This is an optimization exercise on Yosys and OpenROAD, whose aim is small area, not a production implementation.
In this exercise RTL edits were held to simulation tests only and were not proved equivalent to the original.
Power is estimated from default activity; no workload was simulated.

quartz:
==> flow/design.v <==
`timescale 1ns/1ps
`default_nettype none
package tetris_pkg;
  typedef logic [9:0] coord_t;
  localparam coord_t CELL_PX    = 10'd20;
  localparam coord_t DIVIDER_X  = 10'd320;
  localparam int     BOARD_COLS = 16;
  localparam int     BOARD_ROWS = 24;
  localparam coord_t DIGIT_COL0_0   = 10'd19;
  localparam coord_t DIGIT_COL0_1   = 10'd23;
  localparam coord_t DIGIT_COL0_2   = 10'd27;
  localparam coord_t DIGIT_ROW0     = 10'd1;
  localparam coord_t DIGIT_W        = 10'd3;
  localparam coord_t DIGIT_H        = 10'd5;
  typedef logic [23:0] bgr_t;
  localparam bgr_t FILL_COLOR = 24'h00ff00;
  typedef logic [BOARD_COLS-1:0] board_row_t;
  typedef logic [BOARD_ROWS*BOARD_COLS-1:0] board_t;
  typedef logic [3:0] digit_t;
  typedef logic [11:0] digits_t;
  localparam logic [7:0] ADDR_SCORE = 8'h60;
  typedef enum logic [2:0] {
    REG_NONE,
    REG_BOARD,
    REG_DIVIDER,
    REG_DIGIT0,
    REG_DIGIT1,
    REG_DIGIT2
  } region_e;
  typedef logic [14:0] font_t;
  function automatic font_t font_glyph(logic [3:0] d);
    case (d)
      4'd0:    font_glyph = 15'b111_101_101_101_111;
      4'd1:    font_glyph = 15'b010_010_010_010_010;
      4'd2:    font_glyph = 15'b111_001_111_100_111;
      4'd3:    font_glyph = 15'b111_100_111_100_111;
      4'd4:    font_glyph = 15'b100_100_111_101_101;
      4'd5:    font_glyph = 15'b111_100_111_001_111;
      4'd6:    font_glyph = 15'b111_101_111_001_111;
      4'd7:    font_glyph = 15'b100_100_100_100_111;
      4'd8:    font_glyph = 15'b111_101_111_101_111;
      4'd9:    font_glyph = 15'b111_100_111_101_111;
      4'd10:   font_glyph = 15'b111_101_111_101_111;
      4'd11:   font_glyph = 15'b111_100_111_101_111;
      4'd12:   font_glyph = 15'b101_100_111_101_101;
      4'd13:   font_glyph = 15'b111_100_111_101_111;
      4'd14:   font_glyph = 15'b111_101_111_101_111;
      4'd15:   font_glyph = 15'b101_100_111_101_111;
    endcase
  endfunction
endpackage
`default_nettype wire
`timescale 1ns/1ps
`default_nettype none
module tetris_display
#(
  parameter int   H_ACTIVE = 640,
  parameter int   H_FRONT  = 16,
  parameter int   H_SYNC   = 96,
  parameter int   H_BACK   = 48,
  parameter int   V_ACTIVE = 480,
  parameter int   V_FRONT  = 10,
  parameter int   V_SYNC   = 2,
  parameter int   V_BACK   = 33,
  parameter tetris_pkg::bgr_t BG_COLOR = 24'h202020
) (
  input  wire         iVGA_CLK,
  input  wire         iRST_n,
  input  wire  [7:0]  paddr,
  input  wire         psel,
  input  wire         penable,
  input  wire         pwrite,
  input  wire  [31:0] pwdata,
  output logic [31:0] prdata,
  output logic        pready,
  output logic        pslverr,
  output logic        hs,
  output logic        vs,
  output logic        blank_n,
  output logic [7:0]  r_data,
  output logic [7:0]  g_data,
  output logic [7:0]  b_data
);
  logic [15:0] brd [0:23];    
  logic [23:0] vld;           
  logic [11:0] score;         
  logic        a_ok;          
  logic        a_row;         
  logic        a_score;
  logic        bcd_bad;
  logic        access;
  logic [4:0]  ridx;
  logic [23:0] rsel_w;
  logic [23:0] rsel_r;
  logic [15:0] rrow;
  assign ridx    = paddr[6:2];
  assign a_row   = (paddr[1:0] == 2'b00) && !paddr[7] && (ridx < 5'd24);
  assign a_score = (paddr == 8'h60);
  assign a_ok    = a_row || a_score;
  assign bcd_bad = (pwdata[11:8] > 4'd9) || (pwdata[7:4] > 4'd9) || (pwdata[3:0] > 4'd9);
  assign access  = psel && penable;
  assign pready  = 1'b1;
  assign pslverr = access && (!a_ok || (pwrite && a_score && bcd_bad));
  always_comb begin
    for (int r = 0; r < 24; r++) begin
      rsel_w[r] = (ridx == 5'(r));
      rsel_r[r] = (ridx == 5'(r)) && vld[r];
    end
  end
  logic [15:0] rg [0:7];
  always_comb begin
    for (int k = 0; k < 8; k++)
      rg[k] = ~(({16{rsel_r[3*k]}} & brd[3*k]) | ({16{rsel_r[3*k+1]}} & brd[3*k+1]) |
                ({16{rsel_r[3*k+2]}} & brd[3*k+2]));
    rrow = ~(rg[0] & rg[1] & rg[2] & rg[3]) | ~(rg[4] & rg[5] & rg[6] & rg[7]);
  end
  always_comb begin
    prdata = '0;
    if (psel && !pwrite) begin
      if (a_row)
        prdata[15:0] = rrow;
      else if (a_score)
        prdata[11:0] = score;
    end
  end
  always_ff @(posedge iVGA_CLK) begin
    for (int r = 0; r < 24; r++)
      if (access && pwrite && a_row && rsel_w[r])
        brd[r] <= pwdata[15:0];
  end
  always_ff @(posedge iVGA_CLK or negedge iRST_n) begin
    if (!iRST_n) begin
      vld <= '0;
    end else begin
      for (int r = 0; r < 24; r++)
        if (access && pwrite && a_row && rsel_w[r])
          vld[r] <= 1'b1;
    end
  end
  always_ff @(posedge iVGA_CLK or negedge iRST_n) begin
    if (!iRST_n)
      score <= '0;
    else if (access && pwrite && a_score && !bcd_bad)
      score <= pwdata[11:0];
  end
  function automatic logic [4:0] lfsr(logic [4:0] v);
    lfsr = {v[3:0], v[4] ^ v[2]};
  endfunction
  localparam logic [4:0] P0  = 5'd1;
  localparam logic [4:0] P4  = 5'd18;
  localparam logic [4:0] P10 = 5'd19;
  localparam logic [4:0] P12 = 5'd15;
  localparam logic [4:0] P16 = 5'd24;
  localparam logic [4:0] P19 = 5'd6;
  localparam logic [4:0] R1  = 5'd2;
  localparam logic [4:0] R2  = 5'd4;
  localparam logic [4:0] R3  = 5'd9;
  localparam logic [4:0] R4  = 5'd18;
  localparam logic [4:0] R5  = 5'd5;
  localparam logic [4:0] R24 = 5'd29;
  localparam logic [4:0] R25 = 5'd26;
  localparam logic [4:0] R26 = 5'd21;
  logic [5:0] hc;    
  logic [4:0] hp;    
  logic [4:0] vc;    
  logic [4:0] vp;    
  logic h_wrap, line_end, v_wrap, frame_end;
  assign h_wrap    = (hp == P19);
  assign line_end  = h_wrap && (hc == 6'd40);
  assign v_wrap    = (vp == P19);
  assign frame_end = line_end && (vc == R26) && (vp == P4);
  always_ff @(posedge iVGA_CLK or negedge iRST_n) begin
    if (!iRST_n) begin
      hp <= P19;
      hc <= 6'd40;
    end else if (line_end) begin
      hp <= P0;
      hc <= 6'd1;
    end else if (h_wrap) begin
      hp <= P0;
      hc <= hc + 6'd1;
    end else begin
      hp <= lfsr(hp);
    end
  end
  always_ff @(posedge iVGA_CLK or negedge iRST_n) begin
    if (!iRST_n) begin
      vp <= P4;
      vc <= R26;
    end else if (frame_end) begin
      vp <= P0;
      vc <= P0;
    end else if (line_end) begin
      if (v_wrap) begin
        vp <= P0;
        vc <= lfsr(vc);
      end else begin
        vp <= lfsr(vp);
      end
    end
  end
  logic [23:0] vrow;
  always_comb begin
    logic [4:0] st;
    st = P0;
    for (int r = 0; r < 24; r++) begin
      vrow[r] = (vc == st);
      st = lfsr(st);
    end
  end
  logic        active;
  logic        divider;
  logic [15:0] drow;
  logic        board_lit;
  logic [3:0]  dig;
  logic [14:0] glyph;
  logic        dig_lit;
  logic        lit;
  assign active = (!hc[5] || (hc == 6'd32)) && (vc != R24) && (vc != R25) && (vc != R26);
  logic hs_fall, hs_rise, vs_fall, vs_rise;
  assign hs_fall = (hc == 6'd33) && (hp == P16);
  assign hs_rise = (hc == 6'd38) && (hp == P12);
  assign vs_fall = (hc == 6'd1) && (hp == P0) && (vc == R24) && (vp == P10);
  assign vs_rise = (hc == 6'd1) && (hp == P0) && (vc == R24) && (vp == P12);
  assign divider = (hc == 6'd17) && (hp == P0);
  logic [15:0] dg [0:7];
  logic [23:0] dsel;
  assign dsel = vrow & vld;
  always_comb begin
    for (int k = 0; k < 8; k++)
      dg[k] = ~(({16{dsel[3*k]}} & brd[3*k]) | ({16{dsel[3*k+1]}} & brd[3*k+1]) |
                ({16{dsel[3*k+2]}} & brd[3*k+2]));
    drow = ~(dg[0] & dg[1] & dg[2] & dg[3]) | ~(dg[4] & dg[5] & dg[6] & dg[7]);
  end
  assign board_lit = ((hc[5:4] == 2'b00) || (hc == 6'd16)) && drow[4'(hc[3:0] - 4'd1)];
  logic [2:0] lc;      
  logic [2:0] ds;      
  logic [2:0] gpat;    
  assign ds[0] = (hc[5:2] == 4'd5);
  assign ds[1] = (hc[5:2] == 4'd6);
  assign ds[2] = (hc[5:2] == 4'd7);
  assign lc[0] = (ds != 3'b000) && (hc[1:0] == 2'd0);
  assign lc[1] = (ds != 3'b000) && (hc[1:0] == 2'd1);
  assign lc[2] = (ds != 3'b000) && (hc[1:0] == 2'd2);
  always_comb begin
    dig = ({4{ds[0]}} & score[11:8]) | ({4{ds[1]}} & score[7:4]) | ({4{ds[2]}} & score[3:0]);
    glyph = tetris_pkg::font_glyph(dig);
    case (vc)
      R1:      gpat = glyph[2:0];
      R2:      gpat = glyph[5:3];
      R3:      gpat = glyph[8:6];
      R4:      gpat = glyph[11:9];
      R5:      gpat = glyph[14:12];
      default: gpat = 3'b000;
    endcase
  end
  assign dig_lit = |(gpat & lc);
  assign lit = active && (divider || board_lit || dig_lit);
  logic hs_q, vs_q, blank_q, lit_q;
  always_ff @(posedge iVGA_CLK or negedge iRST_n) begin
    if (!iRST_n) begin
      hs_q    <= 1'b1;
      vs_q    <= 1'b1;
      blank_q <= 1'b0;
      lit_q   <= 1'b0;
    end else begin
      hs_q    <= (hs_q && !hs_fall) || hs_rise;
      vs_q    <= (vs_q && !vs_fall) || vs_rise;
      blank_q <= active;
      lit_q   <= lit;
    end
  end
  assign hs      = hs_q;
  assign vs      = vs_q;
  assign blank_n = blank_q;
  assign g_data  = {lit_q, lit_q, blank_q, {5{lit_q}}};
  assign r_data  = {2'b00, blank_q && !lit_q, 5'b00000};
  assign b_data  = r_data;
endmodule
`default_nettype wire
clock: 8.0 ns
lec_check: 0
cap_margin: 20
core_margin: 2
core_utilization: 65
slew_margin: 20
standard.sh (not shown) runs the stock make flow with config.mk's settings and CLKGATE_MAP_FILE= SYNTH_SCRIPT=/design/flow/synth_recipe.tcl, a recipe that flattens the netlist after the stock synthesis.
==> flow/flow/run.sh <==
#!/bin/bash
# The standard layout (standard.sh), with these changes:
#  - synthesis maps logic with an area-oriented ABC script (my_synth.tcl, area.abc);
#    registers and their names are those of the standard synthesis
#  - before global placement, weak gates driving many pins get a stronger size
#    (upsize.tcl), so placement does not add buffers to those nets
#  - port buffers are sky130_fd_sc_hd__buf_1
#  - clock tree: larger sink clusters, no dummy loads
set -euo pipefail
F=$(cd "$(dirname "${BASH_SOURCE[0]}")" && pwd)
W=$(dirname "$F")
cd "$W"
CTS="-sink_clustering_enable -repair_clock_nets -dont_use_dummy_load"
CTS="$CTS -root_buf sky130_fd_sc_hd__clkbuf_16 -buf_list sky130_fd_sc_hd__clkbuf_16"
CTS="$CTS -sink_clustering_size 30 -sink_clustering_max_diameter 80"
bash standard.sh \
  "SYNTH_SCRIPT=$F/my_synth.tcl" \
  "PRE_GLOBAL_PLACE_TCL=$F/upsize.tcl" \
  "BUFFER_PORTS_ARGS=-buffer_cell sky130_fd_sc_hd__buf_1" \
  "CTS_ARGS=$CTS" \
  finish > "$W/standard_flow.log" 2>&1
==> flow/flow/upsize.tcl <==
# Before global placement: give weak gates that drive many pins a stronger
# size of the same function, so placement does not buffer those nets.
proc my_upsize_drivers {min_loads} {
  set db [ord::get_db]
  set block [ord::get_db_block]
  set n 0
  foreach net [$block getNets] {
    if {[$net getSigType] ne "SIGNAL"} { continue }
    set drv ""
    set loads 0
    foreach it [$net getITerms] {
      if {[$it isOutputSignal]} { set drv $it } elseif {[$it isInputSignal]} { incr loads }
    }
    if {$drv eq "" || $loads < $min_loads} { continue }
    set inst [$drv getInst]
    set m [[$inst getMaster] getName]
    if {![regexp {^(sky130_fd_sc_hd__[a-z0-9]+)_([012])$} $m -> base sz]} { continue }
    if {[regexp {df|dl|buf|inv|conb|tap|fill|decap|diode} $base]} { continue }
    # nor-like gates pull up through series devices: they need the 4x size
    if {[regexp {__(nor|o[0-9])} $base]} { set sizes {4} } elseif {$sz < 2} { set sizes {2 4} } else { continue }
    set target ""
    foreach s $sizes {
      if {[$db findMaster ${base}_$s] ne "NULL"} { set target ${base}_$s; break }
    }
    if {$target eq ""} { continue }
    replace_cell [$inst getName] $target
    incr n
  }
  puts "my_upsize_drivers: resized $n drivers of $min_loads or more pins"
}
my_upsize_drivers 10
Other scripts of this flow, unchanged in this note and not shown: flow/flow/area.abc, flow/flow/my_synth.tcl
In summary, quartz completed successfully, with a layout that passed the timing, DRC and antenna checks.
Setup changes, quartz to nickel
diff --git a/flow/flow/upsize.tcl b/flow/flow/upsize.tcl
--- a/flow/flow/upsize.tcl
+++ b/flow/flow/upsize.tcl
@@ -17,6 +17,15 @@
     if {![regexp {^(sky130_fd_sc_hd__[a-z0-9]+)_([012])$} $m -> base sz]} { continue }
     if {[regexp {df|dl|buf|inv|conb|tap|fill|decap|diode} $base]} { continue }
-    # nor-like gates pull up through series devices: they need the 4x size
-    if {[regexp {__(nor|o[0-9])} $base]} { set sizes {4} } elseif {$sz < 2} { set sizes {2 4} } else { continue }
+    # nor2 pulls up through two series devices: it needs the 4x size; wider
+    # nor-like gates are weak even at 4x, so they keep their size (and get a buffer)
+    if {[regexp {__nor2$} $base]} {
+      set sizes {4}
+    } elseif {[regexp {__(nor[34]|o[0-9])} $base]} {
+      continue
+    } elseif {$sz < 2} {
+      set sizes {2 4}
+    } else {
+      continue
+    }
     set target ""
     foreach s $sizes {
[summary]
- [compare] base=quartz new=nickel: via count lower; multi-input combinational area share saw a decrease.
- Comparing quartz and nickel, final critical-path share of the clock period is higher on quartz.
- Sort quartz and nickel by final cell count desc -> top: nickel
- Compared with quartz, nickel is the less power-hungry design.

## static timing again, ports no longer ideal
No port has a modelled driver above. Below, the same layouts with a new extraction and two added sets of constraints.
Step 1, drivers: a clkbuf_16 drives iVGA_CLK and a buf_2 each remaining input, both assumed.
Step 2 times the ports against the registers' clock, not the clock port: input delays grow and output delays shrink by t, the midpoint of the rising clock arrivals with the driver on.
Three values: ideal ports, drivers, drivers and shift; two values: the first two.
run | t (ns) | setup slack, ns | hold slack, ns | latest minus earliest clock arrival (ns)
quartz | 0.591 | 1.269 / 1.231 / 1.231 | 0.431 / 0.431 / 0.431 | 0.032 / 0.031
nickel | 0.580 | 1.508 / 1.485 / 1.485 | 0.438 / 0.438 / 0.438 | 0.060 / 0.060
After both steps setup and hold are still met in every run listed. For quartz, which loses most, drivers alone change the setup slack by -0.038 ns; drivers and shift together by -0.038 ns.
